This design comes from an exercise in tuning for small area on the open sky130 flow, not from production work. At most, simulation tests tie the RTL to the original design; equivalence was not proved. For runs 4, 5 and 8, only the layout was checked, not whether the RTL still works. Power is estimated from default activity; no workload was simulated.

--- config.mk ---
export PLATFORM = sky130hd
export DESIGN_NAME = fabric_bitstream_loader
export DESIGN_NICKNAME = fabric_bitstream_loader
export VERILOG_FILES = /design/flow/design.v
export SDC_FILE = /design/flow/constraint.sdc
export NUM_CORES = 4
export LEC_CHECK = 0
export CAP_MARGIN = 20
export CORE_MARGIN = 2
export CORE_UTILIZATION = 40
export SLEW_MARGIN = 20
--- constraint.sdc ---
create_clock -name core_clock -period 5.0 [get_ports {clk_i}]
set_input_delay 1.0000 -clock core_clock [delete_from_list [all_inputs] [get_ports {clk_i}]]
set_output_delay 1.0000 -clock core_clock [all_outputs]
set_load 0.01 [all_outputs]
--- design.v ---
module fabric_bitstream_loader #(
    parameter int          NUM_ROWS       = 16,
    parameter int          NUM_COLUMNS    = 16,
    parameter int          FRAMES_PER_COL = 20,
    parameter logic [31:0] SYNC_WORD      = 32'hFAB0_FAB1
) (
    input  logic                                clk_i,
    input  logic                                rst_ni,
    input  logic [31:0]                         bitstream_data_i,
    input  logic                                bitstream_valid_i,
    output logic [NUM_ROWS*32-1:0]              frame_data_o,
    output logic [NUM_COLUMNS*FRAMES_PER_COL-1:0] frame_strobe_o,
    output logic                                config_busy_o,
    output logic                                config_done_o,
    output logic                                error_o
);
    localparam int FW = NUM_ROWS * 32;
    localparam int NS = NUM_COLUMNS * FRAMES_PER_COL;
    localparam int RW = (NUM_ROWS > 1) ? $clog2(NUM_ROWS) : 1;
    localparam int CW = (NUM_COLUMNS > 1) ? $clog2(NUM_COLUMNS) : 1;
    localparam int BW = (NUM_ROWS > 1) ? FW - 32 : 32;
    localparam logic [3:0] OP_WRITE  = 4'h1;
    localparam logic [3:0] OP_DESYNC = 4'hD;
    typedef enum logic [1:0] {S_IDLE, S_HEADER, S_DATA, S_CHECK} state_t;
    logic [31:0] sum_q;
    state_t          state_q, state_d;
    logic [RW-1:0]   row_q;
    logic [BW-1:0]   buf_q;
    logic [FW-1:0]   frame_q;
    logic [CW-1:0]   col_q, scol_q;
    logic [4:0]      frm_q, sfrm_q;
    logic            ok_q;
    logic            pend_q, pend_d;
    logic            sflag_q;
    logic            done_q, done_d;
    logic            err_q, err_d;
    logic [FW-1:0]   shift_w;
    logic            in_range;
    logic            hdr_wr, dat_wr, last_wr, sync_wr;
    if (NUM_ROWS > 1) begin : g_shift
        assign shift_w = {buf_q[FW-33:0], bitstream_data_i};
    end else begin : g_single
        assign shift_w = bitstream_data_i;
    end
    assign in_range = ({24'd0, bitstream_data_i[23:16]} < 32'(NUM_COLUMNS)) &&
                      ({27'd0, bitstream_data_i[4:0]}   < 32'(FRAMES_PER_COL));
    assign sync_wr = bitstream_valid_i && (state_q == S_IDLE) && (bitstream_data_i == SYNC_WORD);
    assign hdr_wr  = bitstream_valid_i && (state_q == S_HEADER) && (bitstream_data_i[31:28] == OP_WRITE);
    assign dat_wr  = bitstream_valid_i && (state_q == S_DATA);
    assign last_wr = dat_wr && (row_q == RW'(NUM_ROWS - 1));
    always_comb begin
        state_d  = state_q;
        pend_d   = 1'b0;
        done_d   = 1'b0;
        err_d    = err_q;
        if (bitstream_valid_i) begin
            case (state_q)
                S_IDLE: begin
                    if (bitstream_data_i == SYNC_WORD) begin
                        state_d = S_HEADER;
                        err_d   = 1'b0;
                    end
                end
                S_HEADER: begin
                    case (bitstream_data_i[31:28])
                        OP_WRITE: begin
                            state_d = S_DATA;
                            if (!in_range) err_d = 1'b1;
                        end
                        OP_DESYNC: begin
                            state_d = S_CHECK;
                        end
                        default: begin
                            state_d = S_IDLE;
                            err_d   = 1'b1;
                        end
                    endcase
                end
                S_DATA: begin
                    if (row_q == RW'(NUM_ROWS - 1)) begin
                        pend_d  = ok_q;
                        state_d = S_HEADER;
                    end
                end
                S_CHECK: begin
                    state_d = S_IDLE;
                    if (bitstream_data_i == sum_q) done_d = 1'b1;
                    else                           err_d  = 1'b1;
                end
                default: state_d = S_IDLE;
            endcase
        end
    end
    always_ff @(posedge clk_i or negedge rst_ni) begin
        if (!rst_ni) begin
            state_q  <= S_IDLE;
            pend_q   <= 1'b0;
            sflag_q  <= 1'b0;
            done_q   <= 1'b0;
            err_q    <= 1'b0;
        end else begin
            state_q  <= state_d;
            pend_q   <= pend_d;
            sflag_q  <= pend_q;
            done_q   <= done_d;
            err_q    <= err_d;
        end
    end
    always_ff @(posedge clk_i or negedge rst_ni) begin
        if (!rst_ni)      frame_q <= '0;
        else if (last_wr) frame_q <= shift_w;
    end
    always_ff @(posedge clk_i) begin
        if (dat_wr) buf_q <= shift_w[BW-1:0];
    end
    always_ff @(posedge clk_i) begin
        if (hdr_wr) begin
            col_q <= bitstream_data_i[16 +: CW];
            frm_q <= bitstream_data_i[4:0];
            ok_q  <= in_range;
            row_q <= '0;
        end else if (dat_wr) begin
            row_q <= row_q + 1'b1;
        end
    end
    always_ff @(posedge clk_i) begin
        if (pend_q) begin
            scol_q <= col_q;
            sfrm_q <= frm_q;
        end
    end
    always_ff @(posedge clk_i) begin
        if (sync_wr)     sum_q <= '0;
        else if (dat_wr) sum_q <= sum_q + bitstream_data_i;
    end
    logic [NUM_COLUMNS-1:0]    col_hot;
    logic [FRAMES_PER_COL-1:0] frm_hot;
    always_comb begin
        for (int c = 0; c < NUM_COLUMNS; c++)
            col_hot[c] = sflag_q && (scol_q == CW'(c));
        for (int f = 0; f < FRAMES_PER_COL; f++)
            frm_hot[f] = (sfrm_q == 5'(f));
    end
    always_comb begin
        for (int c = 0; c < NUM_COLUMNS; c++)
            for (int f = 0; f < FRAMES_PER_COL; f++)
                frame_strobe_o[c*FRAMES_PER_COL + f] = col_hot[c] & frm_hot[f];
    end
    assign frame_data_o   = frame_q;
    assign config_busy_o  = (state_q != S_IDLE);
    assign config_done_o  = done_q;
    assign error_o        = err_q;
endmodule
--- run.sh ---
#!/bin/bash
# synth_recipe.tcl (not shown) runs the flow's synth.tcl, then flattens the netlist and writes it again
# the make line also repeats each setting of config.mk as NAME=value (left out here)
make -C /OpenROAD-flow-scripts/flow DESIGN_CONFIG=/design/flow/config.mk WORK_HOME=/design/flow/orfs CLKGATE_MAP_FILE= SYNTH_SCRIPT=/design/flow/synth_recipe.tcl finish
==> results of run 1 <==
-- layout by cell type (no fill, tap or decap), types with 10 or more instances in the layout --
cell type        synthesis  routed
nor2b_1                 13      13
mux2_2                 513     513
ha_1                    32      32
buf_4                    1      20
clkdlybuf4s50_1          0     868
inv_1                   11      10
dfrtp_1                518     518
nand3_1                 27      27
nor4_1                  10      10
a21oi_1                 46      46
nor2_1                 354     353
clkbuf_1                79      39
clkbuf_16                0     109
nand2_1                103     101
dfxtp_1                 36      36
clkinv_2                 0      11
buf_12                   0      15
o21ai_0                 22      22
xor2_1                  13      13
edfxtp_1               499     499
clkbuf_8                 0      24
-- final timing paths --
check                                start                   to  cells past startpoint
max in group asynchronous           rst_ni         frame_q[100]                      2
worst min-delay path                rst_ni         frame_q[488]                      1
worst max register to register  state_q[0]         frame_q[422]                      6
worst max-delay path             sfrm_q[4]  frame_strobe_o[289]                      4
min in group core_clock         buf_q[404]           buf_q[436]                      0
worst min register to register  buf_q[404]           buf_q[436]                      0
-- state kept, by name, indices dropped and copies added, names as in the netlist --
name,cells
buf_q,480
row_q,4
pend_q,1
frm_q,5
scol_q,4
frame_q,512
sum_q,32
col_q,4
done_q,1
state_q,2
err_q,1
sfrm_q,5
ok_q,1
sflag_q,1
-- per-stage QoR --
| step | hold WS [ns] | power (µW) | util [%] | worst slack [ns] |
|---|---|---|---|---|
| after CTS | 0.342 | 17900 | 54.6 | 0.333 |
| final | 0.334 | 17700 | 54.6 | 0.293 |
| after detailed placement | 0.427 | 9920 | 50.9 | 1.03 |
| after floorplan | 0.400 | 9650 | - | 0.808 |
| after global placement | 0.423 | 9920 | 50.9 | 1.08 |
| after global routing | 0.371 | 18300 | 54.6 | 0.189 |
-- critical path: stages, from the launching register on --
cell             delay [ns]
edfxtp_1               0.46
nor2b_1                0.47
nand2_1                0.82
nor2_1                 0.65
clkdlybuf4s50_1        0.64
-- per-layer routing --
layer	routed length, µm	vias up
met5	42	-
met4	2740	6
met3	10100	184
met2	54100	930
met1	45800	12200
li1	-	10600
-- logic make-up (layout without fill, tap and decap cells) --
family	count (synthesis)	count (layout)	synth area share, %
AO/OA/AOI/OAI	135	135	2.32
XOR/XNOR	21	21	0.471
adder cells (fa/ha/maj)	33	33	1.08
buffers and inverters	151	1114	1.64
flip-flops	1053	1053	73.4
multiplexers	514	514	14.8
other	0	1	0
AND/OR/NAND/NOR	572	572	6.31
-- layout make-up --
class	count	area [µm²]
clock buffers	172	3200
clock inverters	27	335
well taps	1276	1600
diodes	1	2.50
inverters	11	48.8
repair buffers	904	9150
multi-input cells	1275	9770
fillers	7740	43900
flip-flops and latches	1053	28700
-- report_power, final --
| part | internal (µW) | switching, µW |
|---|---|---|
| registers | 9060 | 33.6 |
| clock network | 4650 | 3300 |
| logic | 233 | 427 |
==> flow_metrics.tcl, run 1 <==
set metrics [dict create \
    status "complete, no violations" \
    drc_errors 0 \
    gr-usage-met1_pct 28.6 \
    grt_pass1_wl_um 161000 \
    startpoint_type "register" \
    synth_area_mm2 0.0391 \
    min_path_type "input port to async pin" \
    yosysWarnings 1 \
    clk_pin_slew_ns 0.06 \
    place_inst 4519 \
    cts_max_level 3 \
    die_h_um 317 \
    clock_sinks 1053 \
    cts_setup_buffers 0 \
    die_area_mm2 0.100 \
    synth-edff-count 499 \
    netlist-cell-type-count 75 \
    wl_um 113000 \
    io_pins 870 \
    setup_tns_ns 0 \
    synthTopCellsByArea "edfxtp_1 38%, dfrtp_1 33%, mux2_2 15%" \
    hold_viol_final 0 \
    async_reset_ff_share_pct 49.2 \
    synth_ff_type "dfrtp_1" \
    yosys.area.top_type "edfxtp_1" \
    r2r_slack_ns 2.06 \
    area_growth_pct 35.1 \
    cp_max_fo 16 \
    cts_max_path_buffers 3 \
    powerDensity_mw_per_mm2 336 \
    synth_area_per_cell_um2 15.8 \
    antenna_found_initial 7 \
    layout-drive-gt1-share_pct 21.3 \
    ctsResizeCount 0 \
    busiest_layer "met2" \
    start_util_pct 40.4 \
    die_w_um 317 \
    overflow 0 \
    cts_buffers 105 \
    gp_congestion 0.879 \
    syn_nets 2547 \
    rsz0062_at_grt "no" \
    gr-usage-all-layers_pct 21.7 \
    worst_pin_slew_ns 1.22 \
    dpl_cell_area_mm2 0.0492 \
    first_iter_violations 1998 \
    grt_use_met2_pct 34.8 \
    relSlewSlack_pct 18.5 \
    synth_cells 2479 \
    fp.coreArea_mm2 0.0967 \
    drtAntennaViolNets 0 \
    num_vias 24000 \
    cts_tree "built" \
    crit_type "register to primary output" \
    numPortBuffers 869 \
    grt_pass1_vias 23700 \
    worstPathRequired_ns 4.00 \
    timing.final.crit_period_ns 4.71 \
    wire_per_inst_um 23.9 \
    min_period_over_period_pct 94.1 \
    grtUsageMet3_pct 6.97 \
    peakVddDrop_v 0.000302 \
    yosysTopAreaCellShare_pct 38.4 \
    synth_most_common_cell "dfrtp_1" \
    finalNonFillerCells 4719 \
    cts_hold_buf 0 \
    yosysSeqAreaShare_pct 73.4 \
    drv_slew 0 \
    postLayoutCellArea_mm2 0.0528 \
    fin_skew_ns 0.0276 \
    hpwl_um 81900 \
    clk_latency_ns 0.68 \
    ys_ff_latch 1053 \
    leakagePower_uw 0.0210 \
    root_buffer "clkbuf_16" \
    cp-end-kind "primary output" \
    first_pass_iters 5 \
    synth_commonest_cells "518 x dfrtp_1, 513 x mux2_2, 499 x edfxtp_1, 354 x nor2_1, 103 x nand2_1" \
    viasPerCell 5.09 \
    grt_max_degree 151 \
    num_rows 114 \
    fin_nets 3418 \
    drv_cap 0 \
    crit_arrival_ns 3.71 \
    timing.fmax_mhz 212 \
    setup_viol 0 \
]
==> run 2, diff against run 1 <==
--- a/design.v
+++ b/design.v
@@ -26,6 +26,7 @@
     state_t          state_q, state_d;
     logic [RW-1:0]   row_q;
-    logic [BW-1:0]   buf_q;
-    logic [FW-1:0]   frame_q;
+    logic [BW-1:0]   buf_nq;     
+    logic [FW-1:0]   frame_nq;   
+    logic            fv_q;
     logic [CW-1:0]   col_q, scol_q;
     logic [4:0]      frm_q, sfrm_q;
@@ -39,7 +40,7 @@
     logic            hdr_wr, dat_wr, last_wr, sync_wr;
     if (NUM_ROWS > 1) begin : g_shift
-        assign shift_w = {buf_q[FW-33:0], bitstream_data_i};
+        assign shift_w = {buf_nq[FW-33:0], ~bitstream_data_i};
     end else begin : g_single
-        assign shift_w = bitstream_data_i;
+        assign shift_w = ~bitstream_data_i;
     end
     assign in_range = ({24'd0, bitstream_data_i[23:16]} < 32'(NUM_COLUMNS)) &&
@@ -108,9 +109,12 @@
     end
     always_ff @(posedge clk_i or negedge rst_ni) begin
-        if (!rst_ni)      frame_q <= '0;
-        else if (last_wr) frame_q <= shift_w;
+        if (!rst_ni)      fv_q <= 1'b0;
+        else if (last_wr) fv_q <= 1'b1;
     end
     always_ff @(posedge clk_i) begin
-        if (dat_wr) buf_q <= shift_w[BW-1:0];
+        if (last_wr) frame_nq <= shift_w;
+    end
+    always_ff @(posedge clk_i) begin
+        if (bitstream_valid_i) buf_nq <= shift_w[BW-1:0];
     end
     always_ff @(posedge clk_i) begin
@@ -147,5 +151,5 @@
                 frame_strobe_o[c*FRAMES_PER_COL + f] = col_hot[c] & frm_hot[f];
     end
-    assign frame_data_o   = frame_q;
+    assign frame_data_o   = ~frame_nq & {FW{fv_q}};
     assign config_busy_o  = (state_q != S_IDLE);
     assign config_done_o  = done_q;
==> flow_metrics.tcl, run 2 <==
set metrics [dict create \
    yosysWarnings 1 \
    cp_max_fo 16 \
    worst_r2r_path_depth 9 \
    setup_viol 0 \
    largest_reg_flops 512 \
    ys_ff_latch 1054 \
    timing.final.crit_period_ns 4.60 \
    synth_cells 2512 \
    yosys.area.top_type "edfxtp_1" \
    final_common_cell "edfxtp_1" \
    cts_setup_buffers 0 \
    min_to "frame_nq[504]" \
    synth-edff-count 1011 \
    hold_start "buf_nq[472]" \
    timing.fmax_mhz 217 \
    r2r_start "sum_q[6]" \
    synth_area_mm2 0.0392 \
    cts_max_path_buffers 3 \
    netlist-cell-type-count 69 \
    clk_pin_slew_ns 0.06 \
    cts_tree "built" \
    crit_arrival_ns 3.60 \
    min_path_type "register to register" \
    synth_commonest_cells "1011 x edfxtp_1, 523 x nor2b_1, 359 x nor2_1, 126 x clkbuf_1, 97 x nand2_1" \
    worstPathRequired_ns 4.00 \
    hpwl_um 79400 \
    peakVddDrop_v 0.000273 \
    crit_type "register to primary output" \
    setup_tns_ns 0 \
    grt_pass1_vias 23000 \
    status "complete, no violations" \
    antenna_found_initial 3 \
    wire_per_inst_um 22.9 \
    grt_pass1_wl_um 152000 \
    drtAntennaViolNets 0 \
    fin_skew_ns 0.0223 \
    area_growth_pct 35.0 \
    rsz0062_at_grt "no" \
    regMostFlops "frame_nq" \
    io_pins 870 \
    overflow 0 \
    gr-usage-all-layers_pct 20.7 \
    dpl_worst_slack_ns 1.01 \
    start_util_pct 40.5 \
    p_comb_share_pct 1.2 \
    startpoint_type "register" \
    internal-power_uw 14600 \
    place_inst 4560 \
    yosysSeqAreaShare_pct 79.7 \
    synthTopCellsByArea "edfxtp_1 77%, nor2b_1 8.3%, nor2_1 3.4%" \
    num_rows 114 \
    layout-drive-gt1-share_pct 6.61 \
    worst_pin_slew_ns 1.21 \
    relSlewSlack_pct 19.0 \
    cp-end-kind "primary output" \
    first_iter_violations 2241 \
    synth_area_per_cell_um2 15.6 \
    syn_nets 2580 \
    rr_endpoint "sum_q[27]" \
    die_h_um 317 \
    die_area_mm2 0.101 \
    die_w_um 317 \
    reg_top3 "frame_nq x512, buf_nq x480, sum_q x32" \
    viasPerCell 4.92 \
    powerDensity_mw_per_mm2 344 \
    p_sw_share_pct 19.7 \
    clk_latency_ns 0.67 \
    async_reset_ff_share_pct 0.664 \
    p_sw_uw 3580 \
    worst_slack_ns 0.401 \
    drv_slew 0 \
    pwr-share-seq_pct 55.3 \
    r2r_slack_ns 2.21 \
    wl_um 109000 \
    grt_max_degree 171 \
    fp.coreArea_mm2 0.0969 \
    numPortBuffers 869 \
    whs_ns 0.418 \
    num_vias 23400 \
    min_period_over_period_pct 92.0 \
    layout_common_cells "1011 x edfxtp_1, 868 x clkdlybuf4s50_1, 523 x nor2b_1, 357 x nor2_1, 107 x clkbuf_16" \
    yosysTopAreaCellShare_pct 77.4 \
    drc_errors 0 \
    synth_ff_type "edfxtp_1" \
    holdPathStages 0 \
    cts_buffers 105 \
    cts_hold_buf 0 \
    first_pass_iters 5 \
    finalNonFillerCells 4757 \
    hold_viol_final 0 \
    synth_most_common_cell "edfxtp_1" \
    clock_sinks 1054 \
    leakagePower_uw 0.0174 \
    cts_max_level 3 \
    root_buffer "clkbuf_16" \
    fin_nets 3459 \
    clkPwrFrac_pct 43.4 \
    ctsResizeCount 0 \
    drv_cap 0 \
    gp_congestion 0.920 \
]
[run 2: per-stage QoR]
| step | util, % | area, µm² | total power, µW |
|---|---|---|---|
| 3_5_place_dp | 51.0 | 49400 | 10500 |
| 6_report | 54.7 | 52900 | 18200 |
| 4_1_cts | 54.7 | 52900 | 18400 |
| 2_1_floorplan | - | 39200 | 10300 |
| 5_1_grt | 54.7 | 52900 | 18800 |
| 3_3_place_gp | 51.0 | 49400 | 10500 |
[run 2: final cells by class]
class	count	area, µm²
Fill cell	7692	43900
Sequential cell	1054	31300
Timing Repair Buffer	913	9170
Multi-Input combinational cell	1280	7260
Clock buffer	130	2790
Tap cell	1276	1600
Clock inverter	65	726
Inverter	37	139
Antenna cell	2	5.00
[run 2: logic make-up after synthesis]
| kind of cell | Yosys count | synth area share, % |
|---|---|---|
| muxes | 1 | 0.0255 |
| AOI/OAI and AO/OA | 133 | 2.33 |
| adders and majority gates | 33 | 1.07 |
| xor gates and xnor gates | 20 | 0.447 |
| DFF | 1054 | 79.7 |
| buffers and inverters | 178 | 1.84 |
| and+or+nand+nor | 1093 | 14.6 |
[run 2: power groups by stage]
stage / clock (µW) / combinational (µW) / sequential [µW]
floorplan: 0 / 60.8 / 10200
global placement: 0 / 223 / 10200
detailed placement: 0 / 224 / 10300
CTS: 8090 / 225 / 10100
global route: 8440 / 242 / 10100
finish: 7910 / 222 / 10100
[run 2: worst max path at each step]
stage,startpoint,to,cells past startpoint
global placement,bitstream_data_i[0],sum_q[26],12
floorplan,bitstream_valid_i,fv_q,6
global route,sfrm_q[2],frame_strobe_o[157],4
CTS,sfrm_q[2],frame_strobe_o[99],5
detailed placement,bitstream_data_i[0],sum_q[26],12
finish,sfrm_q[2],frame_strobe_o[97],4
[run 2: per-layer routing]
metal,track usage [%],wire (µm)
met1,26.5,42900
met2,32.5,51300
met3,6.67,10100
met4,8.96,4620
met5,0.616,96
[run 2: worst max-delay path, cell delays in order (launching register included)]
cell and delay (ns):
edfxtp_1 0.52, nor3_1 0.47, nand3_1 0.96, nor2_1 0.37, clkdlybuf4s50_1 0.59
==> run 3, diff against run 2 <==
==> flow/run.sh (new file) <==
#!/bin/bash
# Standard ORFS layout (the standard.sh, standard synthesis unchanged) with
# smaller cells for port buffers and the clock tree.
set -euo pipefail
bash standard.sh \
  "BUFFER_PORTS_ARGS=-buffer_cell sky130_fd_sc_hd__buf_1" \
  "CTS_ARGS=-sink_clustering_enable -repair_clock_nets -dont_use_dummy_load -buf_list sky130_fd_sc_hd__clkbuf_8" \
  finish > make_finish.log 2>&1
==> standard.sh (new file) <==
#!/bin/bash
# synth_recipe.tcl (not shown) runs the flow's synth.tcl, then flattens the netlist and writes it again
# the make line also repeats each setting of config.mk as NAME=value (left out here)
make -C /OpenROAD-flow-scripts/flow DESIGN_CONFIG=/design/flow/config.mk WORK_HOME=/design/flow/orfs CLKGATE_MAP_FILE= SYNTH_SCRIPT=/design/flow/synth_recipe.tcl "${@:-finish}"
removed: run.sh
==> flow_metrics.tcl, run 3 <==
set metrics [dict create \
    status "complete, no violations" \
    syn_nets 2580 \
    grt_pass1_wl_um 140000 \
    synth_most_common_cell "edfxtp_1" \
    cp_common_cell "nor2_1" \
    critical_path.max_stage_delay_ns 0.95 \
    timing.fmax_mhz 234 \
    grt_max_degree 174 \
    rsz0062_at_grt "no" \
    hpwl_um 72700 \
    wire_per_inst_um 21.8 \
    num_vias 23300 \
    cts_setup_buffers 0 \
    clkPwrFrac_pct 35.9 \
    first_iter_violations 2310 \
    synth-edff-count 1011 \
    grt_pass1_vias 21100 \
    largest_reg_flops 512 \
    synth_area_per_cell_um2 15.6 \
    p_comb_share_pct 1.3 \
    die_area_mm2 0.101 \
    synth_commonest_cells "1011 x edfxtp_1, 523 x nor2b_1, 359 x nor2_1, 126 x clkbuf_1, 97 x nand2_1" \
    cts_tree "built" \
    clk_pin_slew_ns 0.06 \
    relSlewSlack_pct 17.3 \
    async_reset_ff_share_pct 0.664 \
    drv_slew 0 \
    antenna_found_initial 9 \
    num_rows 114 \
    start_util_pct 40.5 \
    synth_area_mm2 0.0392 \
    pwr-share-seq_pct 62.8 \
    first_pass_iters 5 \
    final_common_cell "edfxtp_1" \
    setup_viol 0 \
    gp_congestion 0.879 \
    wl_um 103000 \
    die_w_um 317 \
    dpl_worst_slack_ns 1.43 \
    io_pins 870 \
    viasPerCell 4.91 \
    regMostFlops "frame_nq" \
    worstPathRequired_ns 4.00 \
    powerDensity_mw_per_mm2 347 \
    yosysWarnings 1 \
    worst_slack_ns 0.725 \
    synthTopCellsByArea "edfxtp_1 77%, nor2b_1 8.3%, nor2_1 3.4%" \
    path_cells "nor2_1 > nand3_1 > nor2_1 > buf_1" \
    worst_pin_slew_ns 1.24 \
    gr-usage-all-layers_pct 19.3 \
    leakagePower_uw 0.0150 \
    clock_sinks 1054 \
    synth_cells 2512 \
    yosys.area.top_type "edfxtp_1" \
    fin_skew_ns 0.0832 \
    slowest_stage "nand3_1" \
    area_growth_pct 17.9 \
    hold_viol_final 0 \
    drtAntennaViolNets 0 \
    cts_buffers 165 \
    ys_ff_latch 1054 \
    reg_top3 "frame_nq x512, buf_nq x480, sum_q x32" \
    cp-end-kind "primary output" \
    cts_max_level 4 \
    setup_tns_ns 0 \
    clk_latency_ns 0.83 \
    layout-drive-gt1-share_pct 6.99 \
    cts_hold_buf 0 \
    yosysTopAreaCellShare_pct 77.4 \
    numPortBuffers 869 \
    fp.coreArea_mm2 0.0969 \
    synth_ff_type "edfxtp_1" \
    netlist-cell-type-count 69 \
    overflow 0 \
    internal-power_uw 12900 \
    p_sw_uw 3150 \
    cts_max_path_buffers 3 \
    cp_max_fo 16 \
    root_buffer "clkbuf_8" \
    yosysSeqAreaShare_pct 79.7 \
    peakVddDrop_v 0.000210 \
    crit_arrival_ns 3.28 \
    layout_common_cells "1011 x edfxtp_1, 868 x buf_1, 523 x nor2b_1, 357 x nor2_1, 165 x clkbuf_8" \
    die_h_um 317 \
    drv_cap 0 \
    fin_nets 3519 \
    crit_type "register to primary output" \
    timing.final.crit_period_ns 4.28 \
    startpoint_type "register" \
    ctsResizeCount 0 \
    min_path_type "input port to async pin" \
    p_sw_share_pct 19.6 \
    min_period_over_period_pct 85.5 \
    drc_errors 0 \
]
[run 3: cell count changes in the layout (fill, tap and decap cells not counted), moves of 5 or more]
cell and change:
bufinv_16 -12, clkbuf_1 -20, clkdlybuf4s50_1 -868, clkbuf_16 -107
clkinv_2 -18, clkbuf_8 +162, diode_2 +7, clkinv_1 -20
clkinvlp_4 -5, buf_1 +868
[run 3: critical path: cells and delay by family, from the launching register on]
| family | cells | cell delay, ns |
|---|---|---|
| AND/OR/NAND/NOR | 3 | 1.73 |
| flip-flops | 1 | 0.46 |
| buffers and inverters | 1 | 0.34 |
[run 3: cell families after synthesis]
logic type | count (synthesis) | share of synthesized area [%]
AOI/OAI and AO/OA | 133 | 2.33
xor gates and xnor gates | 20 | 0.447
adders and majority gates | 33 | 1.07
buffers and inverters | 178 | 1.84
DFF | 1054 | 79.7
muxes | 1 | 0.0255
and+or+nand+nor | 1093 | 14.6
[run 3: power by group through the flow]
stage / combinational [µW] / clock (µW) / sequential (µW)
after floorplan: 60.8 / 0 / 10200
after global placement: 206 / 0 / 10200
after detailed placement: 205 / 0 / 10300
after CTS: 205 / 5970 / 10100
after global routing: 220 / 6320 / 10100
final: 202 / 5760 / 10100
[run 3: routing by layer]
metal | vias up | GRT usage [%] | part of all wire, %
li1 | 10700 | - | -
met1 | 11400 | 26.1 | 42
met2 | 1055 | 29.8 | 47
met3 | 190 | 4.79 | 7.6
met4 | 2 | 8.17 | 3.3
met5 | - | 0 | 0.011
[run 3: final cells by class]
cell class                 count  area (µm²)
tap                         1276        1600
sequential                  1054       31300
antenna                        9        22.5
clock buffer                 165        2270
timing repair buffer         913        3690
inverter                      37         139
multi-input combinational   1280        7260
fill                        8533       50600
[run 3: path summary, 6_finish.rpt]
kind	from	end	slack [ns]	cells after the start
setup / recovery	sfrm_q[4]	frame_strobe_o[292]	0.72	4
hold / removal	rst_ni	state_q[1]	0.13	1
setup reg to reg	sum_q[1]	sum_q[29]	2.24	9
hold reg to reg	buf_nq[195]	buf_nq[227]	0.37	0
max in group asynchronous	rst_ni	fv_q	4.39	1
min in group core_clock	buf_nq[195]	buf_nq[227]	0.37	0
[run 3: stage by stage]
stage / power, µW / util, % / instance area (µm²) / hold slack (ns) / std cells
after global placement: 10400 / 45.4 / 43900 / 0.401 / 4559
after global routing: 16600 / 47.7 / 46200 / 0.0657 / 4731
after detailed placement: 10500 / 45.4 / 43900 / 0.405 / 4559
after CTS: 16200 / 47.7 / 46200 / 0.0337 / 4724
final: 16000 / 47.7 / 46200 / 0.131 / 4734
after floorplan: 10300 / - / 39200 / 0.400 / 2512
==> run 4, diff against run 3 <==
--- a/design.v
+++ b/design.v
@@ -28,5 +28,5 @@
     logic [BW-1:0]   buf_nq;     
     logic [FW-1:0]   frame_nq;   
-    logic            fv_q;
+    logic            fvn_q;      
     logic [CW-1:0]   col_q, scol_q;
     logic [4:0]      frm_q, sfrm_q;
@@ -109,6 +109,6 @@
     end
     always_ff @(posedge clk_i or negedge rst_ni) begin
-        if (!rst_ni)      fv_q <= 1'b0;
-        else if (last_wr) fv_q <= 1'b1;
+        if (!rst_ni)      fvn_q <= 1'b1;
+        else if (last_wr) fvn_q <= 1'b0;
     end
     always_ff @(posedge clk_i) begin
@@ -151,5 +151,5 @@
                 frame_strobe_o[c*FRAMES_PER_COL + f] = col_hot[c] & frm_hot[f];
     end
-    assign frame_data_o   = ~frame_nq & {FW{fv_q}};
+    assign frame_data_o   = ~(frame_nq | {FW{fvn_q}});
     assign config_busy_o  = (state_q != S_IDLE);
     assign config_done_o  = done_q;
==> flow/run.sh (replaced) <==
#!/bin/bash
# Standard ORFS layout (the standard.sh, standard synthesis unchanged) with
# smaller cells for port buffers and larger clock sink clusters.
set -euo pipefail
bash standard.sh \
  "BUFFER_PORTS_ARGS=-buffer_cell sky130_fd_sc_hd__buf_1" \
  "CTS_ARGS=-sink_clustering_enable -repair_clock_nets -dont_use_dummy_load -sink_clustering_size 18 -sink_clustering_max_diameter 50 -buf_list sky130_fd_sc_hd__clkbuf_8" \
  finish > make_finish.log 2>&1
--- a/config.mk
+++ b/config.mk
@@ -8,4 +8,4 @@
 export CAP_MARGIN = 20
 export CORE_MARGIN = 2
-export CORE_UTILIZATION = 40
+export CORE_UTILIZATION = 60
 export SLEW_MARGIN = 20
==> flow_metrics.tcl, run 4 <==
set metrics [dict create \
    status "complete, no violations" \
    min_period_over_period_pct 82.7 \
    timing.final.crit_period_ns 4.13 \
    fin_nets 3435 \
    io_pins 870 \
    fin_skew_ns 0.0982 \
    overflow 0 \
    start_util_pct 60.4 \
    wl_um 104000 \
    relSlewSlack_pct 16.6 \
    final_common_cell "edfxtp_1" \
    wire_per_inst_um 24.6 \
    die_area_mm2 0.0652 \
    grt_pass1_vias 22600 \
    hold_viol_final 0 \
    antenna_found_initial 5 \
    gr-usage-all-layers_pct 31.2 \
    synth_area_mm2 0.0379 \
    place_inst 4125 \
    layout-drive-gt1-share_pct 4.61 \
    synth-edff-count 1011 \
    dpl_worst_slack_ns 1.33 \
    viasPerCell 5.56 \
    netlist-cell-type-count 67 \
    fp.coreArea_mm2 0.0627 \
    min_path_type "register to register" \
    crit_type "register to primary output" \
    async_reset_ff_share_pct 0.664 \
    rsz0062_at_grt "no" \
    num_vias 23400 \
    synth_ff_type "edfxtp_1" \
    finalNonFillerCells 4213 \
    num_rows 92 \
    setup_tns_ns 0 \
    clock_sinks 1054 \
    yosysSeqAreaShare_pct 82.4 \
    startpoint_type "register" \
    gp_congestion 0.956 \
    yosysWarnings 1 \
    root_buffer "clkbuf_8" \
    layout_common_cells "1011 x edfxtp_1, 869 x nor2_1, 868 x buf_1, 94 x nand2_1, 85 x clkbuf_8" \
    drv_slew 0 \
    peakVddDrop_v 0.000219 \
    synth_area_per_cell_um2 15.1 \
    cp_max_fo 13 \
    fin_util_pct 69.1 \
    clk_latency_ns 0.68 \
    die_w_um 255 \
    die_h_um 255 \
    numPortBuffers 869 \
    yosys.area.top_type "edfxtp_1" \
    grt_max_degree 148 \
    yosysTopAreaCellShare_pct 80.1 \
    largest_reg_flops 512 \
    hpwl_um 75100 \
    worst_pin_slew_ns 1.25 \
    cts_buffers 85 \
    area_growth_pct 14.3 \
    ys_ff_latch 1054 \
    cts_max_level 3 \
    drtAntennaViolNets 0 \
    powerDensity_mw_per_mm2 329 \
    first_iter_violations 2922 \
    synth_cells 2512 \
    cts_hold_buf 0 \
    worstPathRequired_ns 4.00 \
    crit_arrival_ns 3.13 \
    cts_tree "built" \
    worst_slack_ns 0.866 \
    syn_nets 2580 \
    regMostFlops "frame_nq" \
    drc_errors 0 \
    ctsResizeCount 0 \
    synth_commonest_cells "1011 x edfxtp_1, 871 x nor2_1, 126 x clkbuf_1, 97 x nand2_1, 47 x a21oi_1" \
    first_pass_iters 6 \
    cts_setup_buffers 0 \
    timing.fmax_mhz 242 \
    clk_pin_slew_ns 0.11 \
    drv_cap 0 \
    cts_max_path_buffers 3 \
    leakagePower_uw 0.0144 \
    reg_top3 "frame_nq x512, buf_nq x480, sum_q x32" \
    cp-end-kind "primary output" \
    synth_most_common_cell "edfxtp_1" \
    grt_pass1_wl_um 148000 \
    synthTopCellsByArea "edfxtp_1 80%, nor2_1 8.6%, dfxtp_1 1.9%" \
    setup_viol 0 \
]
run 4: cell types whose count changed in the layout (fill, tap and decap cells not counted), moves of 2 or more:
cell	delta
nor2b_1	-510
clkbuf_8	-80
nor2_1	+512
diode_2	-7
buf_12	+4
nand3_1	+2
buf_4	-8
nand3_2	-2
run 4: where the power goes:
group / total, µW / internal, µW / switching (µW) / leakage [µW]
clock: 3980 / 1520 / 2460 / 0.000611
combinational: 204 / 35.6 / 168 / 0.00398
sequential: 10000 / 9930 / 114 / 0.00985
run 4: layout make-up:
cell class              instances  area (µm²)
fillers                      4349       19400
inverters                      37         139
repair buffers                909        3710
flip-flops and latches       1054       31300
multi-input cells            1280        5980
clock buffers                  85        1170
diodes                          2        5.00
well taps                     846        1060
run 4: cell families (layout without fill, tap and decap cells):
kind of cell    after synthesis  count (layout)  synth area share (%)
xor+xnor                     20              20                 0.462
other cells                   0               2                     0
flops                      1054            1054                  82.4
simple gates               1093            1093                  11.7
fa+ha+maj                    33              33                  1.11
compound gates              133             133                  2.41
mux                           1               1                0.0264
buf+inv                     178            1031                  1.88
run 4: layer usage:
metal  GRT usage, %  up-vias  share of wire [%]
met1           40.3    11300                 37
met4           17.1        6                5.8
met3           6.28      275                9.1
met2           50.4     1349                 48
met5              0        -              0.075
li1               -    10500                  -
run 4: worst paths after layout:
| check | startpoint | to | slack (ns) | cells past startpoint |
|---|---|---|---|---|
| hold reg to reg | buf_nq[148] | buf_nq[180] | 0.38 | 0 |
| hold / removal | buf_nq[148] | buf_nq[180] | 0.38 | 0 |
| setup / recovery | sfrm_q[4] | frame_strobe_o[155] | 0.87 | 5 |
| min in group asynchronous | rst_ni | pend_q | 0.40 | 1 |
| setup reg to reg | sum_q[0] | sum_q[28] | 2.16 | 11 |
| max in group asynchronous | rst_ni | done_q | 3.98 | 1 |
run 4: stage by stage:
stage          instance area, µm²  hold slack [ns]  total power [µW]
3_5_place_dp                42100            0.405             10500
3_3_place_gp                42100            0.401             10400
5_1_grt                     43300            0.353             14700
6_report                    43300            0.383             14200
2_1_floorplan               38000            0.400             10300
4_1_cts                     43300            0.344             14300
run 4: critical path: stages, from the launching register on:
cell,delay [ns]
edfxtp_1,0.45
nor2b_1,0.44
nand4_1,0.72
buf_4,0.51
nor2_1,0.14
buf_1,0.18
==> run 5, diff against run 4 <==
==> flow/run.sh (replaced) <==
#!/bin/bash
# Standard ORFS layout (the standard.sh, standard synthesis unchanged) with
# smaller cells for port buffers and larger clock sink clusters.
set -euo pipefail
bash standard.sh \
  "BUFFER_PORTS_ARGS=-buffer_cell sky130_fd_sc_hd__buf_1" \
  "CTS_ARGS=-sink_clustering_enable -repair_clock_nets -dont_use_dummy_load -sink_clustering_size 36 -sink_clustering_max_diameter 60 -buf_list sky130_fd_sc_hd__clkbuf_16" \
  finish > make_finish.log 2>&1
==> flow_metrics.tcl, run 5 <==
set metrics [dict create \
    status "complete, no violations" \
    first_iter_violations 2731 \
    async_reset_ff_share_pct 0.664 \
    num_rows 92 \
    critical_path.max_stage_delay_ns 0.70 \
    antenna_found_initial 7 \
    reg_top3 "frame_nq x512, buf_nq x480, sum_q x32" \
    path_cells "nor2_1 > nand4_1 > buf_4 > nor2_1 > buf_1" \
    min_path_type "register to register" \
    synth_fa_ha_area_share_pct 1.11 \
    worst_pin_slew_ns 1.21 \
    hpwl_um 75100 \
    regMostFlops "frame_nq" \
    hold_viol_final 0 \
    layout-drive-gt1-share_pct 3.60 \
    synth_mux_area_share_pct 0.0264 \
    yosysWarnings 1 \
    layout_common_cells "1011 x edfxtp_1, 869 x nor2_1, 868 x buf_1, 94 x nand2_1, 50 x clkbuf_16" \
    fin_nets 3400 \
    worstPathRequired_ns 4.00 \
    synth-edff-count 1011 \
    drc_errors 0 \
    setup_tns_ns 0 \
    grt_pass1_vias 22400 \
    wirelength_met1_um 38200 \
    rsz0062_at_grt "no" \
    setup_viol 0 \
    synth_commonest_cells "1011 x edfxtp_1, 871 x nor2_1, 126 x clkbuf_1, 97 x nand2_1, 47 x a21oi_1" \
    synth-compound-area-share_pct 2.41 \
    drv_slew 0 \
    fin_util_pct 69.2 \
    num_vias 23400 \
    syn_nets 2580 \
    ys_ff_latch 1054 \
    timing.final.crit_period_ns 4.03 \
    synth_most_common_cell "edfxtp_1" \
    synthTopCellsByArea "edfxtp_1 80%, nor2_1 8.6%, dfxtp_1 1.9%" \
    numPortBuffers 869 \
    synthXorXnorAreaFrac_pct 0.462 \
    cts_hold_buf 0 \
    netlist-cell-type-count 67 \
    leakagePower_uw 0.0144 \
    cts_setup_buffers 0 \
    first_pass_iters 6 \
    wire_per_inst_um 24.8 \
    highest_layer "met5" \
    startpoint_type "register" \
    drv_cap 0 \
    largest_reg_flops 512 \
    yosysTopAreaCellShare_pct 80.1 \
    final_common_cell "edfxtp_1" \
    min_period_over_period_pct 80.5 \
    holdPathStages 0 \
    fp.coreArea_mm2 0.0627 \
    yosysSeqAreaShare_pct 82.4 \
    synth_area_per_cell_um2 15.1 \
    clock_sinks 1054 \
    wl_um 104000 \
    clk_latency_ns 0.65 \
    cp-end-kind "primary output" \
    grt_max_degree 148 \
    io_pins 870 \
    cp_max_fo 13 \
    slowest_stage "nand4_1" \
    area_growth_pct 14.5 \
    cts_tree "built" \
    start_util_pct 60.4 \
    die_h_um 255 \
    die_w_um 255 \
    crit_arrival_ns 3.03 \
    route.met2.wl_um 50100 \
    synth_cells 2512 \
    timing.fmax_mhz 248 \
    synth_simple_gate_area_share_pct 11.7 \
    clk_pin_slew_ns 0.10 \
    overflow 0 \
    die_area_mm2 0.0652 \
    cp_common_cell "nor2_1" \
    fin_skew_ns 0.0683 \
    yosys.area.top_type "edfxtp_1" \
    drtAntennaViolNets 0 \
    relSlewSlack_pct 19.4 \
    met3_length_um 8830 \
    synth_ff_type "edfxtp_1" \
    gp_congestion 0.956 \
    synth_area_mm2 0.0379 \
    peakVddDrop_v 0.000281 \
    viasPerCell 5.60 \
    root_buffer "clkbuf_16" \
    cts_buffers 50 \
    cts_max_level 2 \
    worst_r2r_path_depth 11 \
    crit_type "register to primary output" \
    gr-usage-all-layers_pct 31.1 \
    grt_pass1_wl_um 148000 \
    powerDensity_mw_per_mm2 334 \
    ctsResizeCount 0 \
    cts_max_path_buffers 3 \
    synth_top_family_by_area "simple AND/OR/NAND/NOR gates" \
]
-- run 5: cell counts after synthesis --
No cell type changed its count.
-- run 5: cell families after synthesis --
logic type	count (synthesis)
AO/OA/AOI/OAI	133
buffers and inverters	178
AND/OR/NAND/NOR	1093
adder cells (fa/ha/maj)	33
XOR/XNOR	20
flip-flops	1054
multiplexers	1
-- run 5: stage by stage --
| step | hold WS (ns) | total power (µW) | cell area (µm²) | std cells | setup WS [ns] |
|---|---|---|---|---|---|
| floorplan | 0.400 | 10300 | 38000 | 2512 | -4.52 |
| global placement | 0.401 | 10400 | 42100 | 4125 | 1.36 |
| detailed placement | 0.405 | 10500 | 42100 | 4125 | 1.33 |
| CTS | 0.388 | 14500 | 43400 | 4175 | 0.926 |
| global route | 0.403 | 14900 | 43400 | 4176 | 0.757 |
| finish | 0.391 | 14500 | 43400 | 4180 | 0.975 |
-- run 5: layer usage --
metal	vias to the layer above	track usage, %
met3	294	5.71
met4	4	18.1
li1	10400	-
met5	-	0
met1	11400	40.2
met2	1332	50.0
-- run 5: path summary, 6_finish.rpt --
path / from / end / slack [ns]
max: sfrm_q[4] / frame_strobe_o[134] / 0.97
max in group asynchronous: rst_ni / state_q[1] / 4.01
min: buf_nq[33] / frame_nq[65] / 0.39
min in group asynchronous: rst_ni / sflag_q / 0.45
min reg2reg: buf_nq[33] / frame_nq[65] / 0.39
max reg2reg: sum_q[0] / sum_q[28] / 2.26
-- run 5: critical path, delay by kind of cell, from the launching register on --
kind          cells  cell delay, ns
buf+inv           2            0.67
flops             1            0.44
simple gates      3            1.28
-- run 5: power breakdown --
part	internal [µW]	leakage [µW]	switching (µW)
logic	35.6	0.00398	169
registers	9930	0.00985	115
clock network	1790	0.000616	2450
-- run 5: final cells by class --
class,count,area [µm²]
Antenna cell,4,10.0
Clock buffer,50,1250
Fill cell,4355,19300
Inverter,37,139
Multi-Input combinational cell,1280,5980
Sequential cell,1054,31300
Tap cell,846,1060
Timing Repair Buffer,909,3710
==> run 6, diff against run 5 <==
--- a/design.v
+++ b/design.v
@@ -38,5 +38,5 @@
     logic [FW-1:0]   shift_w;
     logic            in_range;
-    logic            hdr_wr, dat_wr, last_wr, sync_wr;
+    logic            hdr_wr, dat_wr, last_wr;
     if (NUM_ROWS > 1) begin : g_shift
         assign shift_w = {buf_nq[FW-33:0], ~bitstream_data_i};
@@ -46,5 +46,4 @@
     assign in_range = ({24'd0, bitstream_data_i[23:16]} < 32'(NUM_COLUMNS)) &&
                       ({27'd0, bitstream_data_i[4:0]}   < 32'(FRAMES_PER_COL));
-    assign sync_wr = bitstream_valid_i && (state_q == S_IDLE) && (bitstream_data_i == SYNC_WORD);
     assign hdr_wr  = bitstream_valid_i && (state_q == S_HEADER) && (bitstream_data_i[31:28] == OP_WRITE);
     assign dat_wr  = bitstream_valid_i && (state_q == S_DATA);
@@ -135,6 +134,5 @@
     end
     always_ff @(posedge clk_i) begin
-        if (sync_wr)     sum_q <= '0;
-        else if (dat_wr) sum_q <= sum_q + bitstream_data_i;
+        sum_q <= (state_q == S_IDLE) ? '0 : sum_q + (dat_wr ? bitstream_data_i : '0);
     end
     logic [NUM_COLUMNS-1:0]    col_hot;
==> flow/run.sh (replaced) <==
#!/bin/bash
# Standard ORFS layout (the standard.sh, standard synthesis unchanged) with
# smaller cells for port buffers and larger clock sink clusters.
set -euo pipefail
bash standard.sh \
  "BUFFER_PORTS_ARGS=-buffer_cell sky130_fd_sc_hd__buf_1" \
  "CTS_ARGS=-sink_clustering_enable -repair_clock_nets -dont_use_dummy_load -sink_clustering_size 24 -sink_clustering_max_diameter 40 -buf_list sky130_fd_sc_hd__clkbuf_8" \
  finish > make_finish.log 2>&1
==> flow_metrics.tcl, run 6 <==
set metrics [dict create \
    yosysSeqAreaShare_pct 81.7 \
    yosysTopAreaCellShare_pct 79.4 \
    synth_fa_ha_area_share_pct 1.10 \
    first_pass_iters 6 \
    clock_sinks 1054 \
    synth_cells 2540 \
    layout-drive-gt1-share_pct 5.69 \
    cp-end-kind "primary output" \
    antenna_found_initial 6 \
    cts_buffers 106 \
    cp_max_fo 10 \
    fin_nets 3514 \
    num_vias 24300 \
    critical_path.max_stage_delay_ns 0.76 \
    io_pins 870 \
    cts_max_level 3 \
    cts_max_path_buffers 3 \
    drv_slew 0 \
    timing.fmax_mhz 235 \
    drv_cap 0 \
    grt_pass1_vias 23200 \
    numPortBuffers 869 \
    async_reset_ff_share_pct 0.664 \
    synth_mux_area_share_pct 0.186 \
    peakVddDrop_v 0.000204 \
    drc_errors 0 \
    met3_length_um 9870 \
    cts_tree "built" \
    route.met2.wl_um 51700 \
    gp_congestion 0.932 \
    ys_ff_latch 1054 \
    timing.final.crit_period_ns 4.25 \
    crit_arrival_ns 3.25 \
    syn_nets 2608 \
    synth_ff_type "edfxtp_1" \
    min_period_over_period_pct 85.0 \
    synth_simple_gate_area_share_pct 11.9 \
    synth_area_per_cell_um2 15.1 \
    yosys.area.top_type "edfxtp_1" \
    overflow 0 \
    grt_pass1_wl_um 151000 \
    largest_reg_flops 512 \
    cts_hold_buf 0 \
    start_util_pct 60.6 \
    powerDensity_mw_per_mm2 338 \
    min_path_type "input port to async pin" \
    wl_um 107000 \
    synth-edff-count 1011 \
    dpl_worst_slack_ns 0.815 \
    crit_type "register to primary output" \
    synth_most_common_cell "edfxtp_1" \
    grt_max_degree 186 \
    worst_slack_ns 0.748 \
    power_uw 14900 \
    num_rows 92 \
    hold_viol_final 0 \
    fp.coreArea_mm2 0.0631 \
    status "complete, no violations" \
    area_growth_pct 15.5 \
    ctsResizeCount 0 \
    reg_top3 "frame_nq x512, buf_nq x480, sum_q x32" \
    die_area_mm2 0.0658 \
    fin_skew_ns 0.0992 \
    worst_pin_slew_ns 1.24 \
    yosysWarnings 1 \
    synthTopCellsByArea "edfxtp_1 79%, nor2_1 8.6%, dfxtp_1 1.9%" \
    synth_top_family_by_area "simple AND/OR/NAND/NOR gates" \
    regMostFlops "frame_nq" \
    viasPerCell 5.66 \
    synthXorXnorAreaFrac_pct 1.03 \
    die_w_um 256 \
    crit_buf_inv 2 \
    setup_viol 0 \
    wirelength_met1_um 39400 \
    hpwl_um 77200 \
    synth_commonest_cells "1011 x edfxtp_1, 878 x nor2_1, 122 x clkbuf_1, 54 x nand2_1, 46 x inv_1" \
    drtAntennaViolNets 0 \
    synth-compound-area-share_pct 2.33 \
    worstPathRequired_ns 4.00 \
    die_h_um 256 \
    gr-usage-all-layers_pct 32.0 \
    highest_layer "met5" \
    root_buffer "clkbuf_8" \
    leakagePower_uw 0.0149 \
    rsz0062_at_grt "no" \
    setup_tns_ns 0 \
    synth_area_mm2 0.0382 \
    clk_pin_slew_ns 0.10 \
    first_iter_violations 2989 \
    slowest_stage "nand4_1" \
    startpoint_type "register" \
    cts_setup_buffers 0 \
    whs_ns 0.319 \
    clk_latency_ns 0.73 \
    relSlewSlack_pct 17.3 \
    netlist-cell-type-count 68 \
    layout_common_cells "1011 x edfxtp_1, 878 x nor2_1, 868 x buf_1, 106 x clkbuf_8" \
    final_common_cell "edfxtp_1" \
    crit_family "simple AND/OR/NAND/NOR gates" \
    wire_per_inst_um 25.0 \
    r2r_slack_ns 1.37 \
    path_cells "nor2b_1 > nand4_1 > buf_4 > nor2_1 > buf_1" \
]
==> run 6: path summary, 6_finish.rpt <==
check,endpoint,cells after the start,start
hold / removal,pend_q,1,rst_ni
setup reg to reg,sum_q[24],11,state_q[0]
hold reg to reg,buf_nq[87],0,buf_nq[55]
setup / recovery,frame_strobe_o[295],5,sfrm_q[4]
min in group core_clock,buf_nq[87],0,buf_nq[55]
max in group asynchronous,done_q,1,rst_ni
==> run 6: cell type report <==
| class | count | area [µm²] |
|---|---|---|
| clock buffers | 106 | 1460 |
| inverters | 46 | 173 |
| diodes | 2 | 5.00 |
| flip-flops and latches | 1054 | 31300 |
| multi-input cells | 1309 | 6340 |
| fillers | 4345 | 18900 |
| well taps | 846 | 1060 |
| repair buffers | 929 | 3870 |
==> run 6: power by group <==
group          switching (µW)  total, µW  internal, µW
sequential                142      10100          9970
combinational             310        406          95.8
clock                    2530       4410          1870
total                    2990      14900         11900
==> run 6: per-stage QoR <==
| stage | cell area [µm²] | utilization (%) | cells |
|---|---|---|---|
| detailed placement | 42700 | 67.7 | 4184 |
| floorplan | 38300 | - | 2540 |
| finish | 44200 | 70.0 | 4292 |
| global route | 44200 | 70.0 | 4291 |
| CTS | 44100 | 70.0 | 4290 |
| global placement | 42700 | 67.6 | 4182 |
==> run 6: kinds of logic (layout without fill, tap and decap cells) <==
logic type | after synthesis | in the layout
adder cells (fa/ha/maj) | 33 | 33
multiplexers | 7 | 7
other | 0 | 2
AND/OR/NAND/NOR | 1097 | 1097
AO/OA/AOI/OAI | 127 | 127
flip-flops | 1054 | 1054
XOR/XNOR | 45 | 45
buffers and inverters | 177 | 1081
==> run 6: worst reg2reg max path, cell delays in order, from the launching register on <==
cell,delay (ns)
dfrtp_1,0.43
inv_1,0.15
and3_1,0.19
buf_4,0.35
nand2_1,0.16
fa_1,0.41
nor2b_1,0.21
o2111ai_1,0.20
a21boi_0,0.66
o211ai_1,0.31
and3_1,0.23
a311oi_2,0.22
==> run 6: metal layers <==
layer	vias up	GRT usage, %
met5	-	0
met4	4	18.3
met3	311	6.51
met2	1525	51.3
met1	11800	41.2
li1	10700	-
==> run 7, diff against run 6 <==
==> flow/run.sh (replaced) <==
#!/bin/bash
# Standard ORFS layout (the standard.sh, standard synthesis unchanged) with
# smaller cells for port buffers and larger clock sink clusters.
set -euo pipefail
bash standard.sh \
  "BUFFER_PORTS_ARGS=-buffer_cell sky130_fd_sc_hd__buf_1" \
  "CTS_ARGS=-sink_clustering_enable -repair_clock_nets -dont_use_dummy_load -sink_clustering_size 18 -sink_clustering_max_diameter 50 -buf_list sky130_fd_sc_hd__clkbuf_8" \
  finish > make_finish.log 2>&1
==> flow_metrics.tcl, run 7 <==
set metrics [dict create \
    setup_viol 0 \
    whs_ns 0.322 \
    power_uw 14400 \
    fp.coreArea_mm2 0.0631 \
    critical_path.max_stage_delay_ns 0.69 \
    cp-end-kind "primary output" \
    synth_area_mm2 0.0382 \
    crit_arrival_ns 3.13 \
    cts_tree "built" \
    drv_slew 0 \
    gr-usage-all-layers_pct 31.8 \
    crit_family "simple AND/OR/NAND/NOR gates" \
    leakagePower_uw 0.0147 \
    first_pass_iters 6 \
    hpwl_um 77200 \
    crit_type "register to primary output" \
    root_buffer "clkbuf_8" \
    drc_errors 0 \
    r2r_start "state_q[0]" \
    rr_endpoint "sum_q[24]" \
    multi_input_area_mm2 0.00634 \
    die_h_um 256 \
    worstPathRequired_ns 4.00 \
    regMostFlops "frame_nq" \
    netlist-cell-type-count 68 \
    antenna_found_initial 7 \
    cts_setup_buffers 0 \
    synth_cells 2540 \
    wl_um 107000 \
    grt_max_degree 186 \
    fin_nets 3491 \
    wire_per_inst_um 25.0 \
    clk_latency_ns 0.69 \
    drv_cap 0 \
    area_growth_pct 14.7 \
    clock_sinks 1054 \
    hold_viol_final 0 \
    synth_commonest_cells "1011 x edfxtp_1, 878 x nor2_1, 122 x clkbuf_1, 54 x nand2_1, 46 x inv_1" \
    synth_most_common_cell "edfxtp_1" \
    io_pins 870 \
    slowest_stage "nand4_1" \
    min_period_over_period_pct 82.6 \
    syn_nets 2608 \
    yosysTopAreaCellShare_pct 79.4 \
    ys_ff_latch 1054 \
    first_iter_violations 3103 \
    cts_max_level 3 \
    num_vias 24100 \
    gp_congestion 0.932 \
    crit_buf_inv 2 \
    layout-drive-gt1-share_pct 5.06 \
    reg_top3 "frame_nq x512, buf_nq x480, sum_q x32" \
    die_area_mm2 0.0658 \
    synth_area_per_cell_um2 15.1 \
    worst_r2r_path_depth 11 \
    clk_pin_slew_ns 0.10 \
    dpl_worst_slack_ns 0.815 \
    async_reset_ff_share_pct 0.664 \
    startpoint_type "register" \
    relSlewSlack_pct 16.5 \
    min_path_type "input port to async pin" \
    fin_util_pct 69.5 \
    cp_max_fo 10 \
    fin_skew_ns 0.0758 \
    rsz0062_at_grt "no" \
    cts_hold_buf 0 \
    yosysSeqAreaShare_pct 81.7 \
    status "complete, no violations" \
    synth-edff-count 1011 \
    powerDensity_mw_per_mm2 329 \
    drtAntennaViolNets 0 \
    die_w_um 256 \
    largest_reg_flops 512 \
    final_common_cell "edfxtp_1" \
    ctsResizeCount 0 \
    overflow 0 \
    nFillCells 4412 \
    yosysWarnings 1 \
    synth_ff_type "edfxtp_1" \
    timing.fmax_mhz 242 \
    worst_pin_slew_ns 1.25 \
    synthTopCellsByArea "edfxtp_1 79%, nor2_1 8.6%, dfxtp_1 1.9%" \
    viasPerCell 5.63 \
    cts_max_path_buffers 3 \
    peakVddDrop_v 0.000208 \
    r2r_slack_ns 1.29 \
    worst_slack_ns 0.871 \
    num_rows 92 \
    start_util_pct 60.6 \
    layout_common_cells "1011 x edfxtp_1, 878 x nor2_1, 868 x buf_1, 83 x clkbuf_8" \
    seq_area_mm2 0.0313 \
    cts_buffers 83 \
    grt_pass1_wl_um 151000 \
    path_cells "nor2b_1 > nand4_1 > buf_4 > nor2_1 > buf_1" \
    yosys.area.top_type "edfxtp_1" \
    grt_pass1_vias 23000 \
    numPortBuffers 869 \
    timing.final.crit_period_ns 4.13 \
]
run 7: metrics by stage:
stage	instances	setup TNS [ns]	instance area [µm²]
after CTS	4267	0	43800
after global placement	4182	0	42700
after detailed placement	4184	0	42700
after global routing	4268	0	43800
after floorplan	2540	-215.17	38300
final	4270	0	43900
run 7: final cells by class:
| class | count | share of cell area [%] |
|---|---|---|
| flip-flops and latches | 1054 | 71.3 |
| multi-input cells | 1309 | 14.4 |
| repair buffers | 929 | 8.83 |
| clock buffers | 83 | 2.61 |
| well taps | 846 | 2.41 |
| inverters | 46 | 0.394 |
| diodes | 3 | 0.0171 |
run 7: logic make-up (layout without fill, tap and decap cells):
logic type,count (synthesis),after routing,synth area share [%]
adder cells (fa/ha/maj),33,33,1.10
XOR/XNOR,45,45,1.03
buffers and inverters,177,1058,1.77
AND/OR/NAND/NOR,1097,1097,11.9
other,0,3,0
AO/OA/AOI/OAI,127,127,2.33
multiplexers,7,7,0.186
flip-flops,1054,1054,81.7
run 7: metal layers:
metal / share of wire, % / global-route usage (%) / vias to the layer above
li1: - / - / 10600
met1: 37 / 41.3 / 11700
met2: 48 / 51.2 / 1432
met3: 9.1 / 6.14 / 290
met4: 5.6 / 17.8 / 4
met5: 0.024 / 0 / -
run 7: worst max-delay path by stage:
stage                      startpoint                   to  slack [ns]  cells past startpoint
detailed placement  bitstream_valid_i            sum_q[24]        0.81                     11
finish                      sfrm_q[4]  frame_strobe_o[295]        0.87                      5
floorplan           bitstream_valid_i          frame_nq[0]       -0.42                      3
global placement    bitstream_valid_i            sum_q[24]        0.85                     11
CTS                         sfrm_q[4]  frame_strobe_o[295]        0.86                      5
global route                sfrm_q[4]  frame_strobe_o[195]        0.71                      5
run 7: report_power, final:
| part | internal (µW) | switching, µW |
|---|---|---|
| Clock | 1490 | 2430 |
| Sequential | 9960 | 141 |
| Combinational | 95.9 | 312 |
==> run 8, diff against run 7 <==
--- a/design.v
+++ b/design.v
@@ -38,5 +38,6 @@
     logic [FW-1:0]   shift_w;
     logic            in_range;
-    logic            hdr_wr, dat_wr, last_wr;
+    logic            hdr_wr, dat_wr, last_wr, sync_wr;
+    logic            sum_eq;
     if (NUM_ROWS > 1) begin : g_shift
         assign shift_w = {buf_nq[FW-33:0], ~bitstream_data_i};
@@ -46,4 +47,5 @@
     assign in_range = ({24'd0, bitstream_data_i[23:16]} < 32'(NUM_COLUMNS)) &&
                       ({27'd0, bitstream_data_i[4:0]}   < 32'(FRAMES_PER_COL));
+    assign sync_wr = bitstream_valid_i && (state_q == S_IDLE) && (bitstream_data_i == SYNC_WORD);
     assign hdr_wr  = bitstream_valid_i && (state_q == S_HEADER) && (bitstream_data_i[31:28] == OP_WRITE);
     assign dat_wr  = bitstream_valid_i && (state_q == S_DATA);
@@ -85,5 +87,5 @@
                 S_CHECK: begin
                     state_d = S_IDLE;
-                    if (bitstream_data_i == sum_q) done_d = 1'b1;
+                    if (sum_eq) done_d = 1'b1;
                     else                           err_d  = 1'b1;
                 end
@@ -133,6 +135,16 @@
         end
     end
+    logic [31:0] sum_p, sum_g, sum_c, sum_n;
+    assign sum_p = sum_q ^ bitstream_data_i;
+    assign sum_g = sum_q & bitstream_data_i;
+    always_comb begin
+        sum_c[0] = 1'b0;
+        for (int i = 1; i < 32; i++) sum_c[i] = sum_g[i-1] | (sum_p[i-1] & sum_c[i-1]);
+    end
+    assign sum_n  = sum_p ^ sum_c;
+    assign sum_eq = ~|sum_p;
     always_ff @(posedge clk_i) begin
-        sum_q <= (state_q == S_IDLE) ? '0 : sum_q + (dat_wr ? bitstream_data_i : '0);
+        if (sync_wr)     sum_q <= '0;
+        else if (dat_wr) sum_q <= sum_n;
     end
     logic [NUM_COLUMNS-1:0]    col_hot;
==> flow_metrics.tcl, run 8 <==
set metrics [dict create \
    status "finished with violations" \
    so_faults "negative setup slack" \
    power_uw 16200 \
    synth_area_mm2 0.0371 \
    place_inst 3946 \
    antenna_found_initial 4 \
    cts_max_path_buffers 3 \
    p_comb_share_pct 10.0 \
    numPortBuffers 869 \
    setup_viol 20 \
    io_pins 870 \
    num_rows 91 \
    rsz0062_at_grt "yes" \
    hold_viol_final 0 \
    cts_hold_buf 0 \
    cp_max_fo 2 \
    slowest_stage "fa_2" \
    clkPwrFrac_pct 24.1 \
    die_area_mm2 0.0638 \
    die_h_um 253 \
    clock_sinks 1054 \
    start_util_pct 60.4 \
    r2r_slack_ns -6.61 \
    timing.fmax_mhz 85.3 \
    startpoint_type "input port" \
    setup_tns_ns -72.41 \
    area_growth_pct 15.7 \
    synth-edff-count 1011 \
    grt_max_degree 178 \
    dpl_cell_area_mm2 0.0417 \
    internal-power_uw 12400 \
    min_period_over_period_pct 234 \
    yosysTopAreaCellShare_pct 81.9 \
    root_buffer "clkbuf_8" \
    cp-end-kind "register" \
    hpwl_um 73800 \
    cts_max_level 3 \
    wl_um 102000 \
    crit_type "input port to register" \
    nFillCells 4190 \
    p_sw_uw 3760 \
    cts_buffers 81 \
    wire_per_inst_um 25.3 \
    synth_ff_type "edfxtp_1" \
    cp_common_cell "fa_2" \
    synth_most_common_cell "edfxtp_1" \
    layout_common_cells "1011 x edfxtp_1, 867 x buf_1, 844 x nor2_1, 86 x nand2_1, 86 x buf_4" \
    reg_top3 "frame_nq x512, buf_nq x480, sum_q x32" \
    finalNonFillerCells 4030 \
    relSlewSlack_pct 21.7 \
    multi_input_area_mm2 0.00533 \
    gp_congestion 0.939 \
    fp.coreArea_mm2 0.0614 \
    drtAntennaViolNets 0 \
    yosysSeqAreaShare_pct 84.3 \
    synthTopCellsByArea "edfxtp_1 82%, nor2_1 8.6%, dfxtp_1 1.9%" \
    timing.final.crit_period_ns 11.72 \
    grt_pass1_vias 20500 \
    grt_pass1_wl_um 140000 \
    ys_ff_latch 1054 \
    worst_pin_slew_ns 1.17 \
    drc_errors 0 \
    fin_nets 3337 \
    gr-usage-all-layers_pct 31.1 \
    clk_latency_ns 0.68 \
    seq_area_mm2 0.0313 \
    viasPerCell 5.51 \
    critical_path.max_stage_delay_ns 0.37 \
    min_path_type "input port to async pin" \
    layout-drive-gt1-share_pct 6.70 \
    drv_cap 0 \
    worstPathRequired_ns 5.56 \
    largest_reg_flops 512 \
    crit_arrival_ns 12.28 \
    fin_skew_ns 0.0583 \
    p_sw_share_pct 23.3 \
    final_common_cell "edfxtp_1" \
    yosys.area.top_type "edfxtp_1" \
    netlist-cell-type-count 40 \
    worst_slack_ns -6.72 \
    synth_commonest_cells "1011 x edfxtp_1, 845 x nor2_1, 120 x clkbuf_1, 89 x nand2_1, 36 x dfxtp_1" \
    yosysWarnings 1 \
    first_pass_iters 6 \
    synth_area_per_cell_um2 16.0 \
    num_vias 22200 \
    synth_cells 2318 \
    async_reset_ff_share_pct 0.664 \
    peakVddDrop_v 0.000257 \
    regMostFlops "frame_nq" \
    die_w_um 253 \
    first_iter_violations 2568 \
    postLayoutCellArea_mm2 0.0429 \
    leakagePower_uw 0.0143 \
    fin_util_pct 69.9 \
    drv_slew 0 \
    pwr-share-seq_pct 65.8 \
    syn_nets 2415 \
    overflow 0 \
    powerDensity_mw_per_mm2 377 \
    clk_pin_slew_ns 0.10 \
    cts_tree "built" \
]
run 8: changes by cell type after synthesis, sizes merged, moves of 20 or more:
| cell | previous run | this run |
|---|---|---|
| and2 | 37 | 3 |
| fa | 1 | 30 |
| nand2 | 54 | 89 |
| nor2 | 878 | 845 |
| nor3 | 23 | 3 |
| o21ai | 26 | 2 |
| xor2 | 30 | 2 |
run 8: final timing paths:
check | from | end | cells past startpoint
worst min register to register | buf_nq[129] | buf_nq[161] | 0
worst max-delay path | bitstream_data_i[0] | sum_q[31] | 36
max in group asynchronous | rst_ni | fvn_q | 1
min in group core_clock | buf_nq[129] | buf_nq[161] | 0
worst max register to register | sum_q[0] | sum_q[31] | 35
worst min-delay path | rst_ni | pend_q | 1
run 8: worst max-delay path: cells and delay by family:
family	cells	cell delay [ns]
adders and majority gates	31	10.74
buffers and inverters	1	0.10
and+or+nand+nor	2	0.18
xor gates and xnor gates	2	0.26
run 8: repair_timing:
| action | in CTS | in global routing |
|---|---|---|
| resized for setup | 4 | 3 |
| cloned | 0 | 0 |
| setup buffers | 1 | 0 |
| setup endpoints to repair | 20 | 21 |
| pin swaps | 2 | 2 |
run 8: per-layer routing:
layer	track usage, %	wire (µm)	vias to the layer above
li1	-	-	9806
met1	41.0	38300	10900
met5	0	0	-
met4	13.3	4310	0
met2	51.3	50800	1251
met3	5.98	8520	217
run 8: cells by family (layout without fill, tap and decap cells):
| logic type | Yosys count | count (layout) | share of synthesized area, % |
|---|---|---|---|
| buffers and inverters | 157 | 1077 | 1.60 |
| other | 0 | 2 | 0 |
| muxes | 1 | 1 | 0.0304 |
| adders and majority gates | 62 | 62 | 2.70 |
| xor gates and xnor gates | 6 | 6 | 0.142 |
| AOI/OAI and AO/OA | 41 | 41 | 0.614 |
| and+or+nand+nor | 997 | 997 | 10.6 |
| DFF | 1054 | 1054 | 84.3 |
run 8: stage by stage:
stage | hold WS, ns | worst slack (ns)
5_1_grt | 0.251 | -6.92
4_1_cts | 0.223 | -6.63
3_5_place_dp | 0.405 | -7.44
6_report | 0.265 | -6.72
2_1_floorplan | 0.400 | -6.83
3_3_place_gp | 0.401 | -7.40
run 8: cell type report:
| type | count | area share [%] |
|---|---|---|
| diodes | 2 | 0.0117 |
| clock buffers | 81 | 2.60 |
| multi-input cells | 1107 | 12.4 |
| inverters | 34 | 0.298 |
| flip-flops and latches | 1054 | 72.9 |
| well taps | 790 | 2.30 |
| repair buffers | 962 | 9.47 |
run 8: power by group through the flow:
stage          combinational [µW]  sequential [µW]  clock, µW
2_1_floorplan                 865            10800          0
3_3_place_gp                 1520            10800          0
3_5_place_dp                 1590            10800          0
4_1_cts                      1600            10600       3990
5_1_grt                      1780            10700       4270
6_report                     1620            10600       3900

## re-timing with driven ports
Ports are ideal in the flow. The routed layouts listed here were re-timed in OpenROAD. Step 1 sets driving cells, clkbuf_16 on the clock port and buf_2 on the other inputs (assumed; they add their load-dependent delay and slew). Step 2 times the ports against the registers' clock, not the clock port: input delays grow and output delays shrink by t, the midpoint of the rising clock arrivals with the driver on. Three values: ideal ports, drivers, drivers and shift; two values: the first two.
run	t (ns)	slack for setup (ns)	hold slack, ns	slew at the worst register clock pin (ns)
run 1	0.734	0.293 / 0.226 / 0.959	0.334 / 0.320 / 0.426	0.07 / 0.07
run 2	0.731	0.401 / 0.336 / 0.991	0.418 / 0.418 / 0.418	0.07 / 0.07
run 3	0.852	0.725 / 0.664 / 1.289	0.131 / 0.206 / 0.365	0.07 / 0.07
run 4	0.695	0.866 / 0.801 / 1.248	0.383 / 0.383 / 0.383	0.11 / 0.11
run 5	0.679	0.975 / 0.906 / 1.263	0.391 / 0.391 / 0.391	0.12 / 0.12
run 6	0.746	0.748 / 0.680 / 0.745	0.319 / 0.287 / 0.379	0.10 / 0.10
run 7	0.713	0.871 / 0.803 / 0.708	0.322 / 0.293 / 0.401	0.11 / 0.11
run 8	0.719	-6.722 / -6.700 / -7.419	0.265 / 0.359 / 0.401	0.11 / 0.11
The setup slack of run 8, which loses most, moves by +0.022 ns with the drivers and by -0.697 ns with both steps.
